This is an optimization exercise on Yosys and OpenROAD, whose aim is small area, a short achievable clock period and few clock cycles per item, not a production implementation. In this exercise RTL edits were held to simulation tests only and were not proved equivalent to the original.

alpha:
==> module ooo_backend_top, before the edit <==
module ooo_backend_top (
    input  wire logic                  clk_i,
    input  wire logic                  rst_n_i,
    input  wire logic                  op_valid_i,
    input  wire isa_pkg::issue_op_t    op_i,
    output logic                       commit_valid_o,
    output backend_pkg::commit_rec_t   commit_o,
    output logic                       credit_o
);
    localparam int W  = 32;
    localparam int BW = 8;
    localparam int NB = W / BW;
    logic          is_br;
    logic          sub;
    logic          sel_sum;
    logic [W-1:0]  b_x;
    logic [W-1:0]  gen;
    logic [W-1:0]  prop;
    logic [W-1:0]  sum_blk;
    logic [NB-1:0] blk_g;
    logic [NB-1:0] blk_p;
    logic          carry_out;
    logic          taken;
    logic [W:0]    pc_carry;
    logic [W-1:0]  pc_imm;
    logic [W-1:0]  value;
    backend_pkg::rob_tag_t tag_q;
    logic [5-1:0]    rd_q;
    logic [W-1:0]          value_q;
    logic                  is_br_q;
    logic                  taken_q;
    logic [W-1:0]          target_q;
    logic [NB-2:0]         blk_g_q;
    logic [NB-2:1]         blk_p_q;
    logic [NB-2:0]         pc_ones;
    logic [NB-1:0]         blk_c;
    logic [W-1:0]          value_out;
    assign is_br = (op_i.op_class == isa_pkg::OP_BRANCH);
    assign sub  = is_br || (op_i.func == isa_pkg::ALU_SUB);
    assign b_x  = op_i.src_b ^ {W{sub}};
    assign gen  = op_i.src_a & b_x;
    assign prop = op_i.src_a ^ b_x;
    for (genvar k = 0; k < NB; k++) begin : g_blk
        logic [BW:0] c;
        prefix_carry #(.W(BW), .ARCH(1)) carry_inst (
            .g_i   (gen[k*BW +: BW]),
            .p_i   (prop[k*BW +: BW]),
            .cin_i ((k == 0) ? sub : 1'b0),
            .c_o   (c)
        );
        assign sum_blk[k*BW +: BW] = prop[k*BW +: BW] ^ c[BW-1:0];
        assign blk_g[k] = c[BW];
        assign blk_p[k] = &prop[k*BW +: BW];
    end
    assign carry_out = blk_g[3] | (blk_p[3] & (blk_g[2] | (blk_p[2] & (blk_g[1] | (blk_p[1] & blk_g[0])))));
    assign taken = (op_i.cond == isa_pkg::BR_EQ) ? (&prop) : !carry_out;
    assign pc_ones[0] = &op_i.pc[7:2];
    assign pc_ones[1] = pc_ones[0] & (&op_i.pc[15:8]);
    assign pc_ones[2] = pc_ones[1] & (&op_i.pc[23:16]);
    prefix_carry #(.W(W), .ARCH(1)) pc_carry_inst (
        .g_i   (op_i.pc & op_i.imm),
        .p_i   (op_i.pc ^ op_i.imm),
        .cin_i (1'b0),
        .c_o   (pc_carry)
    );
    assign pc_imm = op_i.pc ^ op_i.imm ^ pc_carry[W-1:0];
    assign sel_sum = !is_br && (op_i.func == isa_pkg::ALU_ADD || op_i.func == isa_pkg::ALU_SUB);
    always_comb begin
        if (is_br) begin
            value = op_i.pc;
        end else begin
            case (op_i.func)
                isa_pkg::ALU_ADD,
                isa_pkg::ALU_SUB: value = sum_blk;
                isa_pkg::ALU_AND: value = gen;
                isa_pkg::ALU_OR:  value = gen | prop;
                isa_pkg::ALU_XOR: value = prop;
                default:          value = '0;
            endcase
        end
    end
    assign credit_o = commit_valid_o;
    always_ff @(posedge clk_i or negedge rst_n_i) begin
        if (!rst_n_i) begin
            commit_valid_o <= 1'b0;
            tag_q          <= '1;
        end else begin
            commit_valid_o <= op_valid_i;
            if (op_valid_i) begin
                tag_q <= tag_q + 1'b1;
            end
        end
    end
    always_ff @(posedge clk_i) begin
        rd_q     <= op_i.rd;
        value_q  <= value;
        is_br_q  <= is_br;
        taken_q  <= is_br && taken;
        target_q <= pc_imm;
        blk_g_q  <= (blk_g[NB-2:0] & {(NB-1){sel_sum}}) | (pc_ones & {(NB-1){is_br}});
        blk_p_q  <= blk_p[NB-2:1] & {(NB-2){!is_br}};
    end
    assign blk_c[0] = 1'b0;
    assign blk_c[1] = blk_g_q[0];
    assign blk_c[2] = blk_g_q[1] | (blk_p_q[1] & blk_g_q[0]);
    assign blk_c[3] = blk_g_q[2] | (blk_p_q[2] & blk_g_q[1]) | (blk_p_q[2] & blk_p_q[1] & blk_g_q[0]);
    always_comb begin
        value_out[1:0] = value_q[1:0];
        for (int j = 2; j < BW; j++) begin
            value_out[j] = value_q[j] ^ (is_br_q && ((value_q[BW-1:0] | ({BW{1'b1}} << j) | 2'b11) == {BW{1'b1}}));
        end
        for (int k = 1; k < NB; k++) begin
            for (int j = 0; j < BW; j++) begin
                value_out[k*BW + j] = value_q[k*BW + j] ^ (blk_c[k] && ((value_q[k*BW +: BW] | ({BW{1'b1}} << j)) == {BW{1'b1}}));
            end
        end
    end
    assign commit_o = {tag_q, rd_q, value_out, is_br_q, taken_q,
                       taken_q ? target_q : (value_out & {W{is_br_q}})};
endmodule
clock: 5.0 ns
lec_check: 0
cap_margin: 20
core_margin: 2
core_utilization: 65
slew_margin: 20
standard.sh (not shown) runs the stock make flow with config.mk's settings and CLKGATE_MAP_FILE= SYNTH_SCRIPT=/design/flow/synth_recipe.tcl, a recipe that flattens the netlist after the stock synthesis.
==> flow/flow/run.sh <==
#!/bin/bash
# The standard layout, with three changes:
# - the port buffers are made from the smallest buffer cell;
# - the full adder cells join the platform's don't-use list (flow/dont_use.txt),
#   so that abc maps those adder bits with the rest of the logic;
# - the timing repair after clock tree synthesis (and only that one) aims at
#   2 ns of setup slack; the other repair steps only repair violations.
set -euo pipefail
here=$(cd "$(dirname "$0")" && pwd)
dont_use=$(tr '\n' ' ' < "$here/dont_use.txt")
common=(BUFFER_PORTS_ARGS="-buffer_cell sky130_fd_sc_hd__buf_1" DONT_USE_CELLS="$dont_use")
bash standard.sh "${common[@]}" place > make_place.log 2>&1
bash standard.sh "${common[@]}" SETUP_SLACK_MARGIN=2.0 cts > make_cts.log 2>&1
bash standard.sh "${common[@]}" finish > make_finish.log 2>&1
==> flow/flow/dont_use.txt <==
sky130_fd_sc_hd__probe_p_8
sky130_fd_sc_hd__probec_p_8
sky130_fd_sc_hd__lpflow_bleeder_1
sky130_fd_sc_hd__lpflow_clkbufkapwr_1
sky130_fd_sc_hd__lpflow_clkbufkapwr_16
sky130_fd_sc_hd__lpflow_clkbufkapwr_2
sky130_fd_sc_hd__lpflow_clkbufkapwr_4
sky130_fd_sc_hd__lpflow_clkbufkapwr_8
sky130_fd_sc_hd__lpflow_clkinvkapwr_1
sky130_fd_sc_hd__lpflow_clkinvkapwr_16
sky130_fd_sc_hd__lpflow_clkinvkapwr_2
sky130_fd_sc_hd__lpflow_clkinvkapwr_4
sky130_fd_sc_hd__lpflow_clkinvkapwr_8
sky130_fd_sc_hd__lpflow_decapkapwr_12
sky130_fd_sc_hd__lpflow_decapkapwr_3
sky130_fd_sc_hd__lpflow_decapkapwr_4
sky130_fd_sc_hd__lpflow_decapkapwr_6
sky130_fd_sc_hd__lpflow_decapkapwr_8
sky130_fd_sc_hd__lpflow_inputiso0n_1
sky130_fd_sc_hd__lpflow_inputiso0p_1
sky130_fd_sc_hd__lpflow_inputiso1n_1
sky130_fd_sc_hd__lpflow_inputiso1p_1
sky130_fd_sc_hd__lpflow_inputisolatch_1
sky130_fd_sc_hd__lpflow_isobufsrc_1
sky130_fd_sc_hd__lpflow_isobufsrc_16
sky130_fd_sc_hd__lpflow_isobufsrc_2
sky130_fd_sc_hd__lpflow_isobufsrc_4
sky130_fd_sc_hd__lpflow_isobufsrc_8
sky130_fd_sc_hd__lpflow_isobufsrckapwr_16
sky130_fd_sc_hd__lpflow_lsbuf_lh_hl_isowell_tap_1
sky130_fd_sc_hd__lpflow_lsbuf_lh_hl_isowell_tap_2
sky130_fd_sc_hd__lpflow_lsbuf_lh_hl_isowell_tap_4
sky130_fd_sc_hd__lpflow_lsbuf_lh_isowell_4
sky130_fd_sc_hd__lpflow_lsbuf_lh_isowell_tap_1
sky130_fd_sc_hd__lpflow_lsbuf_lh_isowell_tap_2
sky130_fd_sc_hd__lpflow_lsbuf_lh_isowell_tap_4
sky130_fd_sc_hd__fa_1
sky130_fd_sc_hd__fa_2
sky130_fd_sc_hd__fa_4
Testbench counts of alpha, summed over its fixed seeds: cycles 2,056, items 2,048.
#### Input delta (beta over alpha)
diff --git a/flow/design.v b/flow/design.v
--- a/flow/design.v
+++ b/flow/design.v
@@ -195,24 +195,16 @@
         .cin_i (1'b0),
         .c_o   (pc_carry)
     );
     assign pc_imm = op_i.pc ^ op_i.imm ^ pc_carry[W-1:0];
     assign sel_sum = !is_br && (op_i.func == isa_pkg::ALU_ADD || op_i.func == isa_pkg::ALU_SUB);
-    always_comb begin
-        if (is_br) begin
-            value = op_i.pc;
-        end else begin
-            case (op_i.func)
-                isa_pkg::ALU_ADD,
-                isa_pkg::ALU_SUB: value = sum_blk;
-                isa_pkg::ALU_AND: value = gen;
-                isa_pkg::ALU_OR:  value = gen | prop;
-                isa_pkg::ALU_XOR: value = prop;
-                default:          value = '0;
-            endcase
-        end
-    end
+    logic sel_gen;
+    logic sel_prop;
+    assign sel_gen  = !is_br && (op_i.func == isa_pkg::ALU_AND || op_i.func == isa_pkg::ALU_OR);
+    assign sel_prop = !is_br && (op_i.func == isa_pkg::ALU_XOR || op_i.func == isa_pkg::ALU_OR);
+    assign value = ({W{sel_sum}} & sum_blk) | ({W{sel_gen}} & gen) | ({W{sel_prop}} & prop)
+                 | ({W{is_br}} & op_i.pc);
     assign credit_o = commit_valid_o;
     always_ff @(posedge clk_i or negedge rst_n_i) begin
         if (!rst_n_i) begin
             commit_valid_o <= 1'b0;
             tag_q          <= '1;
@@ -246,8 +238,8 @@
                 value_out[k*BW + j] = value_q[k*BW + j] ^ (blk_c[k] && ((value_q[k*BW +: BW] | ({BW{1'b1}} << j)) == {BW{1'b1}}));
             end
         end
     end
     assign commit_o = {tag_q, rd_q, value_out, is_br_q, taken_q,
-                       taken_q ? target_q : (value_out & {W{is_br_q}})};
+                       ({W{taken_q}} & target_q) | ({W{is_br_q && !taken_q}} & value_out)};
 endmodule
 `default_nettype wire
==> notes.md <==
The total met2 wirelength after detailed routing reported for beta is smaller than that of alpha by 1500 um.
beta ends up with lower placed cell count than alpha does.
| register-to-register slack | alpha vs beta | ≈ equal |
In the flow results for alpha and beta, the routed wire length is smaller on beta.
Synthesized area: beta vs alpha down 15%
Against alpha, beta comes in 3 lower on final-layout clock buffer total.
On fraction of synthesized area in multiplexers: beta sits above alpha.
Testbench counts of beta, summed over its fixed seeds: cycles 2,056, items 2,048.

what the ideal ports hide:
How much do the figures lean on ideal ports? The routed layouts below were timed once more, with nothing changed but the port constraints.
Step 1: set_driving_cell puts a clkbuf_16 on clk_i and a buf_2 on each other input, an assumption about the parent block.
Step 2 moves the port delays by t, midway between the first and last clock arrival at a register: inputs arrive t later, outputs are due t later. That takes back most of the time a late clock gives input paths.
a / b / c = ideal / step 1 / step 2; a / b = the first two.
run	t (ns)	slack for setup (ns)	hold WS [ns]	slew at the worst register clock pin (ns)	worst data-port slew with drivers (ns)
alpha	0.390	1.771 / 1.767 / 1.377	0.451 / 0.442 / 0.489	0.09 / 0.09	0.06
beta	0.383	1.855 / 1.837 / 1.454	0.456 / 0.444 / 0.492	0.09 / 0.09	0.07
After both steps setup and hold are still met in every run listed. The setup slack of beta, which loses most, moves by -0.018 ns with the drivers and by -0.401 ns with both steps.
